From an optimization exercise on the open Yosys and OpenROAD flow, aimed at a short achievable clock period and few clock cycles; shortcuts taken in it are not production practice.
The RTL was checked by simulation tests, not by an equivalence proof against the original design.
No driver is modelled on the clock port, so clocking that relies on it looks cheaper here than on a real chip.
Power is estimated from default activity; no workload was simulated.

run a:
==> flow/design.v (excerpt) <==
module l2_tlb_tag_lookup #(
    parameter  int SETS  = 16,
    parameter  int VPN_W = 31,
    localparam int IW    = $clog2(SETS)
) (
    input  logic             clk,
    input  logic             reset_n,
    input  logic             req_valid,
    output logic             req_ready,
    input  logic [VPN_W-1:0] req_vpn,
    input  logic             req_passthrough,
    input  logic             flush,
    output logic             resp_valid,
    output logic [4:0]       resp_hitsVec,
    output logic             resp_miss,
    output logic [IW-1:0]    resp_idx,
    output logic [3:0]       resp_valid_way,
    output logic             ptw_req_valid,
    input  logic             ptw_req_ready,
    output logic [VPN_W-1:0] ptw_req_vpn,
    input  logic             ptw_resp_valid,
    input  logic             ptw_resp_error,
    output logic             refill_valid,
    output logic [1:0]       refill_way,
    output logic [IW-1:0]    refill_idx
);
clock: 5.5 ns
lec_check: 0
cap_margin: 20
core_margin: 8
core_utilization: 55
setup_slack_margin: 3.0
slew_margin: 20
synth_hierarchical: 1
synth_minimum_keep_size: 0
tns_end_percent: 100
standard.sh (not shown) runs the stock make flow with config.mk's settings and CLKGATE_MAP_FILE= SYNTH_SCRIPT=/design/flow/synth_recipe.tcl, a recipe that flattens the netlist after the stock synthesis.
==> flow/flow/run.sh <==
#!/bin/bash
# Layout flow: the standard ORFS flow (standard.sh, with the standard
# synthesis unchanged) plus two ORFS step hooks:
#   flow/io.tcl       before pin placement: keeps the ports of the short
#                     port-to-port control paths next to each other;
#   flow/post_cts.tcl after CTS: upsizes the port buffers and the gates
#                     that drive output buffers, then repairs setup again.
# Each tool's output is in synth.log / layout.log here and in orfs/logs/.
set -euo pipefail
here=$(pwd)
export PRE_IO_PLACEMENT_TCL=$here/flow/io.tcl
export POST_CTS_TCL=$here/flow/post_cts.tcl
bash standard.sh synth > synth.log 2>&1
bash standard.sh finish > layout.log 2>&1
Other scripts of this flow, unchanged in this note and not shown: flow/flow/io.tcl, flow/flow/post_cts.tcl
Run a: no failed stages, no open violations at the end
Testbench counts of run a, summed over its fixed seeds: cycles 58,847.
The following lists how run b was set up differently from run a:
--- a/flow/design.v
+++ b/flow/design.v
@@ -79,12 +79,13 @@
     localparam int TW = VPN_W - IW;
     logic [3:0]       valid_q [SETS];
     logic [TW-1:0]    tag_q   [4][SETS];
     logic             flush_q;    
     logic [1:0]       rr_q;
     logic             busy_q;     
+    logic             busy_rdy_q;   
     logic             preq_q;     
     logic             wait_q;     
     logic             drop_q;     
     logic             armw_q;     
     logic             allv_q;     
     logic [3:0]       wen_q   [SETS];   
@@ -101,13 +102,13 @@
     logic [1:0]       nany2;
     logic             any_raw;
     logic             nrv;
     logic             nacc_nopt;
     logic             acc_fl;
     logic             nkeep_busy, nkeep_preq, nkeep_miss;
-    logic             busy_d, preq_d, resp_miss_d;
+    logic             busy_d, busy_rdy_d, preq_d, resp_miss_d;
     logic [1:0]       vict_s  [SETS];
     logic [3:0]       vict1h  [SETS];
     logic [4:0]       lookup_hits;
     logic [3:0]       set_valid;
     logic [1:0]       victim_way;
     logic             set_allv;
@@ -149,15 +150,16 @@
     assign nacc_nopt  = !(req_valid && !busy_q && !flush && !req_passthrough);
     assign acc_fl     = !nacc_nopt && flush_q;
     assign nkeep_busy = !((busy_q && !(wait_q && ptw_resp_valid)) || acc_fl);
     assign nkeep_preq = !((preq_q && !ptw_req_ready) || acc_fl);
     assign nkeep_miss = !acc_fl;
     l2_tlb_o21ai u_d_busy (.a1(any_raw), .a2(nacc_nopt), .b1(nkeep_busy), .y(busy_d));
+    l2_tlb_o21ai u_d_brdy (.a1(any_raw), .a2(nacc_nopt), .b1(nkeep_busy), .y(busy_rdy_d));
     l2_tlb_o21ai u_d_preq (.a1(any_raw), .a2(nacc_nopt), .b1(nkeep_preq), .y(preq_d));
     l2_tlb_o21ai u_d_miss (.a1(any_raw), .a2(nacc_nopt), .b1(nkeep_miss), .y(resp_miss_d));
-    l2_tlb_nor2  u_rdy   (.a(busy_q), .b(flush), .y(req_ready));
+    l2_tlb_nor2  u_rdy   (.a(busy_rdy_q), .b(flush), .y(req_ready));
     l2_tlb_nand2 u_rv_n  (.a(armw_q), .b(ptw_resp_valid), .y(nrv));
     l2_tlb_nor3  u_rv    (.a(nrv), .b(ptw_resp_error), .c(flush), .y(refill_valid));
     always_comb begin
         for (int s = 0; s < SETS; s++) begin
             dec[s]  = (req_idx == IW'(s));
         end
@@ -183,12 +185,13 @@
     assign hs            = preq_q && ptw_req_ready;
     assign fill          = wait_q && !drop_q && ptw_resp_valid && !ptw_resp_error;
     assign refill_idx    = fill_idx_q;
     always_ff @(posedge clk or negedge reset_n) begin
         if (!reset_n) begin
             busy_q         <= 1'b0;
+            busy_rdy_q     <= 1'b0;
             preq_q         <= 1'b0;
             wait_q         <= 1'b0;
             drop_q         <= 1'b0;
             allv_q         <= 1'b0;
             flush_q        <= 1'b0;
             rr_q           <= 2'd0;
@@ -201,24 +204,24 @@
             for (int s = 0; s < SETS; s++) wen_q[s] <= '0;
         end else begin
             flush_q    <= flush;
             resp_valid <= accept;
             resp_miss  <= resp_miss_d;
             if (resp_valid) fill_idx_q <= ptw_req_vpn[IW-1:0];
-            if (accept) begin
+            if (!busy_q) begin
                 ptw_req_vpn <= req_vpn;
                 refill_way  <= victim_way;
             end
-            if (hs)                           armw_q <= !(drop_q || flush);
-            else if (flush || ptw_resp_valid) armw_q <= 1'b0;
-            if (accept) allv_q <= set_allv;
-            if (accept)
+            armw_q <= (hs || (wait_q && !ptw_resp_valid)) && !drop_q && !flush;
+            if (!busy_q) allv_q <= set_allv;
+            if (!busy_q)
                 for (int s = 0; s < SETS; s++)
                     for (int w = 0; w < 4; w++)
                         wen_q[s][w] <= dec[s] && vict1h[s][w];
-            busy_q <= busy_d;
+            busy_q     <= busy_d;
+            busy_rdy_q <= busy_rdy_d;
             preq_q <= preq_d;
             drop_q <= (preq_q || wait_q) && (drop_q || flush);
             if (hs)                                   wait_q <= 1'b1;
             else if (ptw_resp_valid)                  wait_q <= 1'b0;
             if (fill && !flush && allv_q)             rr_q <= rr_q + 2'd1;
         end
### Flow results
- From run a to run b the numbers moved as follows: total power +3.6%, portion of netlist area occupied by mux cells increased 0.44 points, count of clock-buffer cells in the layout went down, global-route wire length before repair rose by about 5%, slack of the worst reg-to-reg path comparable.
- In the tables for run b and run a, number of detailed-routing iterations run before antenna repair reads higher with run b.
- On distinct cell type count of the synthesized netlist: between run b and run a, it ends up higher for run a.
- Run b ended up with met5 as its uppermost metal layer occupied by signal nets; run a ended up with met4.
- In run b, the design area came out 2.1% above the value in run a.
Testbench counts of run b, summed over its fixed seeds: cycles 58,847.

-- re-timing with driven ports --
The results above use ideal ports. As a check the final layouts listed here were re-extracted and re-timed, cells and wires unchanged.
Step 1, drivers: a clkbuf_16 drives clk and a buf_2 each remaining input, both assumed.
Step 2 also shifts input and output timing later by t, the mid clock arrival at the registers, as if the neighbouring blocks saw the same clock.
a / b / c = no drivers / after step 1 / after step 2; a / b = the first two.
run | t, ns | setup slack, ns | worst setup path after step 2 | clock arrival spread, ns | pins driven straight from the clock port
run a | 0.905 | 2.880 / 2.725 / 1.820 | input to register | 0.035 / 0.035 | 1
run b | 0.896 | 2.869 / 2.692 / 1.796 | input to register | 0.032 / 0.032 | 1
After both steps setup and hold are still met in every run listed. The setup slack of run b, which loses most, moves by -0.177 ns with the drivers and by -1.073 ns with both steps.
